Background: an optimization exercise with open tools, aiming at small area, a short achievable clock period and few clock cycles. Do not read the settings as production practice.
Function was checked by simulation only, so behaviour that the tests miss may differ from the original.

==> flow/design.v <==
package stbs_pkg;
    localparam int TABLE_DEPTH = 256;
    localparam int KEY_WIDTH   = 32;
    localparam int ADDR_W      = (TABLE_DEPTH > 1) ? $clog2(TABLE_DEPTH) : 1;
    localparam int INDEX_W      = 8;
    localparam int PORT_KEY_W   = 32;
    localparam int RANGE_HIGH_W = 9;
    localparam int BASE_W  = (ADDR_W > INDEX_W) ? ADDR_W : INDEX_W;
    localparam int BOUND_W = BASE_W + 2;
    localparam logic KIND_LOAD   = 1'b0;
    localparam logic KIND_SEARCH = 1'b1;
    typedef enum logic [1:0] {
        ST_IDLE,
        ST_PROBE,
        ST_EMIT
    } state_t;
endpackage
module stbs_ram #(
    parameter int WIDTH = 32,
    parameter int DEPTH = 256,
    localparam int AW   = (DEPTH > 1) ? $clog2(DEPTH) : 1
) (
    input  logic             clk,
    input  logic             we,
    input  logic [AW-1:0]    waddr,
    input  logic [WIDTH-1:0] wdata,
    input  logic             re,
    input  logic [AW-1:0]    raddr,
    output logic [WIDTH-1:0] rdata
);
    logic [WIDTH-1:0] mem [DEPTH];
    logic [WIDTH-1:0] rdata_reg;
    always_ff @(posedge clk) begin
        if (we) begin
            mem[waddr] <= wdata;
        end
        if (re) begin
            rdata_reg <= mem[raddr];
        end
    end
    assign rdata = rdata_reg;
endmodule
module sorted_table_binary_search_top (
    input  logic        aclk,
    input  logic        aresetn,
    input  logic        s_valid,
    output logic        s_ready,
    input  logic        s_kind,
    input  logic [7:0]  s_entry_index,
    input  logic signed [31:0] s_entry_key,
    input  logic signed [31:0] s_search_key,
    input  logic [7:0]  s_range_low,
    input  logic signed [8:0]  s_range_high,
    output logic        m_valid,
    input  logic        m_ready,
    output logic        m_found,
    output logic [7:0]  m_match_index
);
    localparam int AW = stbs_pkg::ADDR_W;
    localparam int BW = stbs_pkg::BOUND_W;
    localparam int KW = stbs_pkg::KEY_WIDTH;
    stbs_pkg::state_t state_reg, state_next;
    logic signed [BW-1:0] lo_reg, lo_next;
    logic signed [BW-1:0] hi_reg, hi_next;
    logic [AW-1:0]        mid_reg, mid_next;
    logic signed [KW-1:0] key_reg, key_next;
    logic       res_found_reg, res_found_next;
    logic [7:0] res_index_reg, res_index_next;
    logic       m_valid_reg, m_valid_next;
    logic       m_found_reg, m_found_next;
    logic [7:0] m_index_reg, m_index_next;
    logic          ram_we;
    logic [AW-1:0] ram_waddr;
    logic [KW-1:0] ram_wdata;
    logic          ram_re;
    logic [KW-1:0] ram_rdata;
    logic s_beat;
    logic load_beat;
    logic search_beat;
    logic out_free;
    logic probe_hit;
    logic probe_gt;
    logic probe_done;
    logic out_load;
    logic signed [BW-1:0] cand_lo;
    logic signed [BW-1:0] cand_hi;
    logic signed [BW-1:0] cand_sum;
    logic                 cand_ok;
    logic signed [BW-1:0] hi_in;
    stbs_ram #(
        .WIDTH (KW),
        .DEPTH (stbs_pkg::TABLE_DEPTH)
    ) u_key_table (
        .clk   (aclk),
        .we    (ram_we),
        .waddr (ram_waddr),
        .wdata (ram_wdata),
        .re    (ram_re),
        .raddr (mid_next),
        .rdata (ram_rdata)
    );
    assign s_beat      = s_valid && s_ready;
    assign load_beat   = s_beat && (s_kind == stbs_pkg::KIND_LOAD);
    assign search_beat = s_beat && (s_kind == stbs_pkg::KIND_SEARCH);
    assign out_free    = !m_valid_reg || m_ready;
    assign probe_hit  = ($signed(ram_rdata) == key_reg);
    assign probe_gt   = ($signed(ram_rdata) > key_reg);
    assign probe_done = probe_hit || !cand_ok;
    always_comb begin
        hi_in = BW'(s_range_high);
        if (hi_in > BW'(stbs_pkg::TABLE_DEPTH - 1)) begin
            hi_in = BW'(stbs_pkg::TABLE_DEPTH - 1);
        end
    end
    always_comb begin
        cand_lo = lo_reg;
        cand_hi = hi_reg;
        if (state_reg == stbs_pkg::ST_IDLE) begin
            cand_lo = BW'(s_range_low);
            cand_hi = hi_in;
        end else if (probe_gt) begin
            cand_hi = BW'(mid_reg) - BW'(1);
        end else begin
            cand_lo = BW'(mid_reg) + BW'(1);
        end
        cand_ok  = (cand_lo <= cand_hi);
        cand_sum = cand_lo + cand_hi;
    end
    always_comb begin
        state_next = state_reg;
        unique case (state_reg)
            stbs_pkg::ST_IDLE: begin
                if (search_beat) begin
                    state_next = cand_ok ? stbs_pkg::ST_PROBE : stbs_pkg::ST_EMIT;
                end
            end
            stbs_pkg::ST_PROBE: begin
                if (probe_done) begin
                    state_next = out_free ? stbs_pkg::ST_IDLE : stbs_pkg::ST_EMIT;
                end
            end
            stbs_pkg::ST_EMIT: begin
                if (out_free) begin
                    state_next = stbs_pkg::ST_IDLE;
                end
            end
            default: state_next = stbs_pkg::ST_IDLE;
        endcase
    end
    always_comb begin
        s_ready   = (state_reg == stbs_pkg::ST_IDLE);
        ram_we    = load_beat &&
                    ({24'd0, s_entry_index} < 32'(stbs_pkg::TABLE_DEPTH));
        ram_waddr = AW'(s_entry_index);
        ram_wdata = KW'(s_entry_key);
        ram_re    = 1'b0;
        lo_next        = cand_lo;
        hi_next        = cand_hi;
        mid_next       = AW'(cand_sum >>> 1);
        key_next       = key_reg;
        res_found_next = res_found_reg;
        res_index_next = res_index_reg;
        out_load       = 1'b0;
        m_found_next   = m_found_reg;
        m_index_next   = m_index_reg;
        unique case (state_reg)
            stbs_pkg::ST_IDLE: begin
                key_next       = KW'(s_search_key);
                ram_re         = search_beat && cand_ok;
                res_found_next = 1'b0;
                res_index_next = '0;
            end
            stbs_pkg::ST_PROBE: begin
                ram_re         = !probe_done;
                res_found_next = probe_hit;
                res_index_next = probe_hit ? 8'(mid_reg) : 8'd0;
                if (probe_done && out_free) begin
                    out_load     = 1'b1;
                    m_found_next = probe_hit;
                    m_index_next = probe_hit ? 8'(mid_reg) : 8'd0;
                end
            end
            stbs_pkg::ST_EMIT: begin
                if (out_free) begin
                    out_load     = 1'b1;
                    m_found_next = res_found_reg;
                    m_index_next = res_index_reg;
                end
            end
            default: ;
        endcase
        if (out_load) begin
            m_valid_next = 1'b1;
        end else if (m_ready) begin
            m_valid_next = 1'b0;
        end else begin
            m_valid_next = m_valid_reg;
        end
    end
    always_ff @(posedge aclk) begin
        if (!aresetn) begin
            state_reg   <= stbs_pkg::ST_IDLE;
            m_valid_reg <= 1'b0;
        end else begin
            state_reg   <= state_next;
            m_valid_reg <= m_valid_next;
        end
    end
    always_ff @(posedge aclk) begin
        lo_reg        <= lo_next;
        hi_reg        <= hi_next;
        if (ram_re) begin
            mid_reg <= mid_next;
        end
        key_reg       <= key_next;
        res_found_reg <= res_found_next;
        res_index_reg <= res_index_next;
        m_found_reg   <= m_found_next;
        m_index_reg   <= m_index_next;
    end
    assign m_valid       = m_valid_reg;
    assign m_found       = m_found_reg;
    assign m_match_index = m_index_reg;
endmodule
==> flow/run.sh <==
#!/bin/bash
# synth_recipe.tcl (not shown) runs the flow's synth.tcl, then flattens the netlist and writes it again
# the make line also repeats each setting of config.mk as NAME=value (left out here)
make -C /OpenROAD-flow-scripts/flow DESIGN_CONFIG=/design/flow/config.mk WORK_HOME=/design/flow/orfs CLKGATE_MAP_FILE= SYNTH_SCRIPT=/design/flow/synth_recipe.tcl finish
==> flow/config.mk <==
export PLATFORM = sky130hd
export DESIGN_NAME = sorted_table_binary_search_top
export DESIGN_NICKNAME = sorted_table_binary_search_top
export VERILOG_FILES = /design/flow/design.v
export SDC_FILE = /design/flow/constraint.sdc
export NUM_CORES = 4
export LEC_CHECK = 0
export CAP_MARGIN = 20
export CORE_MARGIN = 2
export CORE_UTILIZATION = 40
export SETUP_SLACK_MARGIN = 5
export SLEW_MARGIN = 20
export SYNTH_MEMORY_MAX_BITS = 16384
==> flow/constraint.sdc <==
create_clock -name core_clock -period 9.0 [get_ports {aclk}]
set_input_delay 1.8000 -clock core_clock [delete_from_list [all_inputs] [get_ports {aclk}]]
set_output_delay 1.8000 -clock core_clock [all_outputs]
set_load 0.01 [all_outputs]
==> results of run 1 <==
path summary, 6_finish.rpt:
path | start | endpoint | depth (start not counted) | slack, ns
worst max register to register | u_key_table.rdata_reg[4] | u_key_table.rdata_reg[19] | 28 | 1.49
worst min register to register | lo_reg[9] | lo_reg[9] | 1 | 0.49
worst max-delay path | u_key_table.rdata_reg[4] | u_key_table.rdata_reg[19] | 28 | 1.49
worst min-delay path | lo_reg[9] | lo_reg[9] | 1 | 0.49
synthesized netlist by cell type (all sizes together), types with 7 or more instances:
cell / number
inv: 54
nor2: 282
clkbuf: 100
buf: 569
a21oi: 16
nand3: 17
a21o: 14
xnor2: 10
o31ai: 10
edfxtp: 8282
o31a: 7
dfxtp: 23
mux2i: 485
nor3b: 7
o21ai: 11
nor2b: 15
ha: 55
nand4: 10
a221o: 10
xor2: 8
mux4: 2560
and3: 13
nor3: 7
nand2: 55
routing by layer:
layer,wire [um],track usage,up-vias
met1,364000,0.317,83947
met5,61,0,-
met3,88200,0.0379,1070
li1,-,-,58534
met4,27500,0.0622,10
met2,437000,0.347,8150
layout make-up:
class / instances / area (um2) / share of cell area
Sequential cell: 8305 / 249000 / 0.663
Multi-Input combinational cell: 3648 / 70500 / 0.188
Clock buffer: 1000 / 21400 / 0.0569
Timing Repair Buffer: 1386 / 16200 / 0.0430
Tap cell: 10528 / 13200 / 0.0351
Clock inverter: 510 / 4740 / 0.0126
Inverter: 55 / 236 / 0.000630
Antenna cell: 84 / 210 / 0.000560
Timing Repair inverter: 1 / 8.76 / 0.0000233
cells by family after synthesis:
group	Yosys count	synth area share
AOI/OAI and AO/OA	90	0.00211
xor gates and xnor gates	18	0.000577
adders and majority gates	56	0.00222
DFF	8305	0.782
and+or+nand+nor	419	0.00554
buffers and inverters	724	0.0110
muxes	3049	0.196
metrics by stage:
step / setup TNS [ns]
3_5_place_dp: -0.860
6_report: 0
5_1_grt: 0
4_1_cts: 0
2_1_floorplan: 0
3_3_place_gp: -13.18
what timing repair did:
item | CTS | global route
resized for setup | 426 | 227
setup buffers | 74 | 426
setup endpoints to repair | 7954 | 8086
cloned | 50 | 41
pin swaps | 13 | 98
critical path, delay by kind of cell (launching register included):
kind / cells / cell delay (ns)
buffers and inverters: 10 / 1.47
AO/OA/AOI/OAI: 8 / 1.50
flip-flops: 1 / 0.76
multiplexers: 7 / 2.22
adder cells (fa/ha/maj): 3 / 1.18
==> reports/metrics.cfg, run 1 <==
[outcome]
status = complete, no violations

[sta]
fin_crit_ns = 7.51
hold_slack_ns = 0.488
min_period_over_period = 0.835
rsz0062_at_grt = yes
fin_skew_ns = 0.0757
timing.final.hold_violations = 0
fin_ws_ns = 1.49
slew_headroom = 0.0672
setup_viol = 0
final-max-slew-violation-count = 0
fmax_ghz = 0.133
tightest_slew_ns = 1.40

[global_route]
grt_pass1_vias = 146351
grt_usage = 0.219
antenna_found_initial = 64
grt-ovfl-total = 0
grt_pass1_wl_um = 1230000
grt_max_degree = 182

[synth]
syn_area_per_cell_um2 = 25.2
synth.top_cell.area_share = 0.781
yosysWarnings = 2
synth_cell_types = 54
synth_fp_nets = 12811
yosysSeqAreaShare = 0.782
netlist.top_cell.by_area = edfxtp_1
async_flop_share = 0
synth_area_um2 = 319000
synth_cells = 12661
ys_ff_latch = 8305
synth.area.top_cells = edfxtp_1, mux4_2, mux2i_1
synth_edf_count = 8282
synth-main-ff-cell = edfxtp_1

[cells_and_area]
finalNetCount = 14368
final_common_cell = edfxtp_1
fin_area_um2 = 376000
finalNonFillerCells = 25517
layout_common_cells = edfxtp_1, mux4_2, buf_4, clkbuf_16, mux2i_1
utilization = 0.473
drive_gt1_frac = 0.373
area_delta_synth_final_pct = 17.9
largest_reg_flops = 8192
n_fill_cell = 63286

[floorplan]
die_x_um = 896
core-area_um2 = 793000
ios = 105
dieArea_um2 = 804000
start_util = 0.402
rows = 327
fp.dieH_um = 896

[clock_tree]
cts_tree = done
holdBufCountCts = 0
cts_max_path_buffers = 4
clk_latency_ns = 1.17
clk_pin_slew_ns = 0.06
cts_made_buffers = 821
cts_sinks = 8305
ctsHtreeMaxLevel = 6
cts-root-buf = clkbuf_16

[worst_setup_path]
endpoint_kind = flip-flop
cp_slowest_cell = fa_4
cp.arrival_ns = 8.37
startpoint_type = flip-flop
crit_path_max_fanout = 8
worst-setup-path-type = reg -> reg
crit_required_ns = 9.86
cpPeakStageDelay_ns = 0.80
cpMostUsedCell = buf_16

[routing]
wl_per_cell_um = 35.9
viasPerCell = 5.95
ant_nets = 0
dr.first_iter.drc_count = 24128
drc = 0
dr.pass1.iters = 9
via_count = 151711
drt_wl_total_um = 917000

[placed_design]
place_area_um2 = 339000
dpl.cell_count = 23330
place_congestion = 0.808
io_buffers = 104
hpwlAfterDp_um = 494000
post-place-ws_ns = -0.291

[run]
maxCapViolations = 0

[hold_path]
worstHoldPathType = reg -> reg

Testbench counts, summed over its fixed seeds: cycles 26,483.
==> run 2: changes to the inputs <==
--- a/flow/config.mk
+++ b/flow/config.mk
@@ -8,6 +8,5 @@
 export CAP_MARGIN = 20
 export CORE_MARGIN = 2
 export CORE_UTILIZATION = 40
-export SETUP_SLACK_MARGIN = 5
 export SLEW_MARGIN = 20
 export SYNTH_MEMORY_MAX_BITS = 16384
==> reports/metrics.cfg, run 2 <==
[sta]
min_period_over_period = 0.967  ; was 0.835
tightest_slew_ns = 1.19  ; was 1.40 ns
timing.final.hold_violations = 0  ; unchanged
setup_viol = 0  ; unchanged
slew_headroom = 0.185  ; was 0.0672
fin_skew_ns = 0.0829  ; was 0.0757 ns
final-max-slew-violation-count = 0  ; unchanged
hold_slack_ns = 0.484  ; was 0.488 ns
fin_crit_ns = 8.70  ; was 7.51 ns
rsz0062_at_grt = no  ; was yes
fmax_ghz = 0.115  ; was 0.133 GHz

[clock_tree]
cts_max_path_buffers = 4  ; unchanged
holdBufCountCts = 0  ; unchanged
cts_made_buffers = 822  ; was 821
cts_resized = 0  ; was 426
cts_setup_buffers = 0  ; was 74
cts_sinks = 8305  ; unchanged
clk_pin_slew_ns = 0.06  ; about the same
cts_tree = done  ; unchanged
ctsHtreeMaxLevel = 6  ; unchanged
cts-root-buf = clkbuf_16  ; unchanged
clk_latency_ns = 1.20  ; was 1.17 ns

[worst_setup_path]
cp.arrival_ns = 9.57  ; was 8.37 ns
endpoint = u_key_table.rdata_reg[12]  ; was u_key_table.rdata_reg[19]
endpoint_kind = flip-flop  ; unchanged
rr_startpoint = u_key_table.rdata_reg[5]  ; was u_key_table.rdata_reg[4]
cp-startpoint = u_key_table.rdata_reg[5]  ; was u_key_table.rdata_reg[4]
crit_path_max_fanout = 32  ; was 8
rrSetupSlack_ns = 0.30  ; was 1.49 ns
reg2reg_depth = 21  ; was 28
crit_chain = ha_1 -> nand4_1 -> nor3_1 -> o21ai_0 -> o211ai_1 -> a211oi_1 -> a211o_1 -> buf_4 -> a221oi_1 -> ha_1 -> inv_1 -> fa_4 -> buf_12 -> buf_12 -> mux4_2 -> mux4_2 -> mux2i_1 -> mux2i_1 -> mux2i_2 -> buf_4 -> mux2i_1
reg2reg_to = u_key_table.rdata_reg[12]  ; was u_key_table.rdata_reg[19]
path_depth = 21  ; was 28
cp_top_family = multiplexers  ; unchanged
cp_slowest_cell = fa_4  ; unchanged
cpPeakStageDelay_ns = 0.91  ; was 0.80 ns
worst-setup-path-type = reg -> reg  ; unchanged
cpMostUsedCell = mux2i_1  ; was buf_16
crit_required_ns = 9.87  ; was 9.86 ns
critPathBufInv = 5  ; was 10
startpoint_type = flip-flop  ; unchanged

[synth]
yosysWarnings = 2  ; unchanged
syn_area_per_cell_um2 = 25.2  ; unchanged
yosysSeqAreaShare = 0.782  ; unchanged
synth_fp_nets = 12811  ; unchanged
synth.area.top_cells = edfxtp_1, mux4_2, mux2i_1  ; unchanged
netlist.top_cell.by_area = edfxtp_1  ; unchanged
synth.top_cell.area_share = 0.781  ; unchanged
synth_edf_count = 8282  ; unchanged
synth-main-ff-cell = edfxtp_1  ; unchanged
synth_cell_types = 54  ; unchanged
synthMostInstantiatedCell = edfxtp_1  ; unchanged
async_flop_share = 0  ; unchanged
synth_cells = 12661  ; unchanged
ys_ff_latch = 8305  ; unchanged
ys_top_cells_by_count = edfxtp_1, mux4_2, mux2i_1, buf_2, nor2_1  ; unchanged
synth_area_um2 = 319000  ; unchanged

[global_route]
grt-ovfl-total = 0  ; unchanged
grt_pass1_wl_um = 1200000  ; was 1,230,000 um
antenna_found_initial = 57  ; was 64
grt_pass1_vias = 146792  ; was 146,351
grt_max_degree = 162  ; was 182
grt_use_met3 = 0.0383  ; was 0.0379
gr-usage-met1 = 0.306  ; was 0.317
met2_usage = 0.339  ; was 0.347
grt_busiest_layer = met2  ; unchanged
grt_usage = 0.213  ; was 0.219

[routing]
via_count = 146762  ; was 151,711
drc = 0  ; unchanged
ant_nets = 0  ; unchanged
wl_per_cell_um = 34.9  ; was 35.9 um
viasPerCell = 5.88  ; was 5.95
drt_wl_total_um = 872000  ; was 917,000 um
dr.pass1.iters = 6  ; was 9
dr.first_iter.drc_count = 21135  ; was 24,128

[cells_and_area]
finalNonFillerCells = 24958  ; was 25,517
area_delta_synth_final_pct = 15.0  ; was 17.9%
finalNetCount = 13868  ; was 14,368
utilization = 0.462  ; was 0.473
largest_reg_flops = 8192  ; unchanged
layout_common_cells = edfxtp_1, mux4_2, clkbuf_16, buf_4, mux2i_1  ; was edfxtp_1, mux4_2, buf_4, clkbuf_16, mux2i_1
drive_gt1_frac = 0.334  ; was 0.373
fin_area_um2 = 366000  ; was 376,000 um2
final_common_cell = edfxtp_1  ; unchanged

[floorplan]
core-area_um2 = 793000  ; unchanged
dieArea_um2 = 804000  ; unchanged
die_x_um = 896  ; unchanged
rows = 327  ; unchanged
fp.dieH_um = 896  ; unchanged
ios = 105  ; unchanged
start_util = 0.402  ; unchanged

[placed_design]
place_congestion = 0.820  ; was 0.808
hpwlAfterDp_um = 498000  ; was 494,000 um
dpl.cell_count = 23420  ; was 23,330
place_area_um2 = 340000  ; was 339,000 um2
io_buffers = 104  ; unchanged

[hold_path]
worstHoldPathType = reg -> reg  ; unchanged

[run]
maxCapViolations = 0  ; unchanged

[outcome]
status = complete, no violations  ; unchanged

run 2: cell counts after synthesis:
Identical to the previous run, type by type.
run 2: area by class of cell:
type / instances / area, um2
diodes: 31 / 77.6
clock inverters: 482 / 5100
well taps: 10528 / 13200
multi-input cells: 3632 / 68200
flip-flops and latches: 8305 / 249000
repair buffers: 902 / 8920
inverters: 55 / 209
clock buffers: 1023 / 21400
fillers: 64032 / 427000
run 2: layer usage:
layer	up-vias	wire [um]
met4	6	25400
met3	1057	76400
met5	-	40
met1	81345	353000
li1	57326	-
met2	7028	417000
run 2: metrics by stage:
stage,worst slack (ns),TNS (ns)
6_report,0.299,0
5_1_grt,0.0634,0
4_1_cts,0.0421,0
3_5_place_dp,0.0621,0
3_3_place_gp,-0.0483,-0.0483
2_1_floorplan,2.07,0
run 2: logic make-up after synthesis:
family          synth area share
fa+ha+maj                0.00222
compound gates           0.00211
simple gates             0.00554
buf+inv                   0.0110
mux                        0.196
xor+xnor                0.000577
flops                      0.782
run 2: worst min path at each step:
stage	startpoint	endpoint	slack [ns]	cells after the start
after floorplan	state_reg[0]	state_reg[0]	0.45	2
after global placement	hi_reg[9]	hi_reg[9]	0.47	1
after detailed placement	state_reg[0]	state_reg[0]	0.47	2
after CTS	state_reg[0]	state_reg[0]	0.48	2
after global routing	lo_reg[9]	lo_reg[9]	0.50	1
final	lo_reg[9]	lo_reg[9]	0.48	1

==> afterwards: timing with drivers on the ports <==
In the flow no input, the clock included, has a driving cell. The finished layouts below were timed again as built, in two steps.
Step 1, drivers: a clkbuf_16 drives aclk and a buf_2 each remaining input, both assumed.
Step 2, shift: input delay + t, output delay - t, t = (earliest + latest rising clock arrival at the registers) / 2. This alone moves slack from input paths to output paths.
a / b / c = ideal ports / drivers / drivers and shift; a / b = the first two.
| run | t (ns) | slack for setup (ns) | latest minus earliest clock arrival (ns) |
|---|---|---|---|
| run 1 | 1.279 | 1.485 / 1.485 / 1.485 | 0.088 / 0.088 |
| run 2 | 1.308 | 0.299 / 0.299 / 0.299 | 0.089 / 0.089 |
After both steps setup and hold are still met in every run listed.
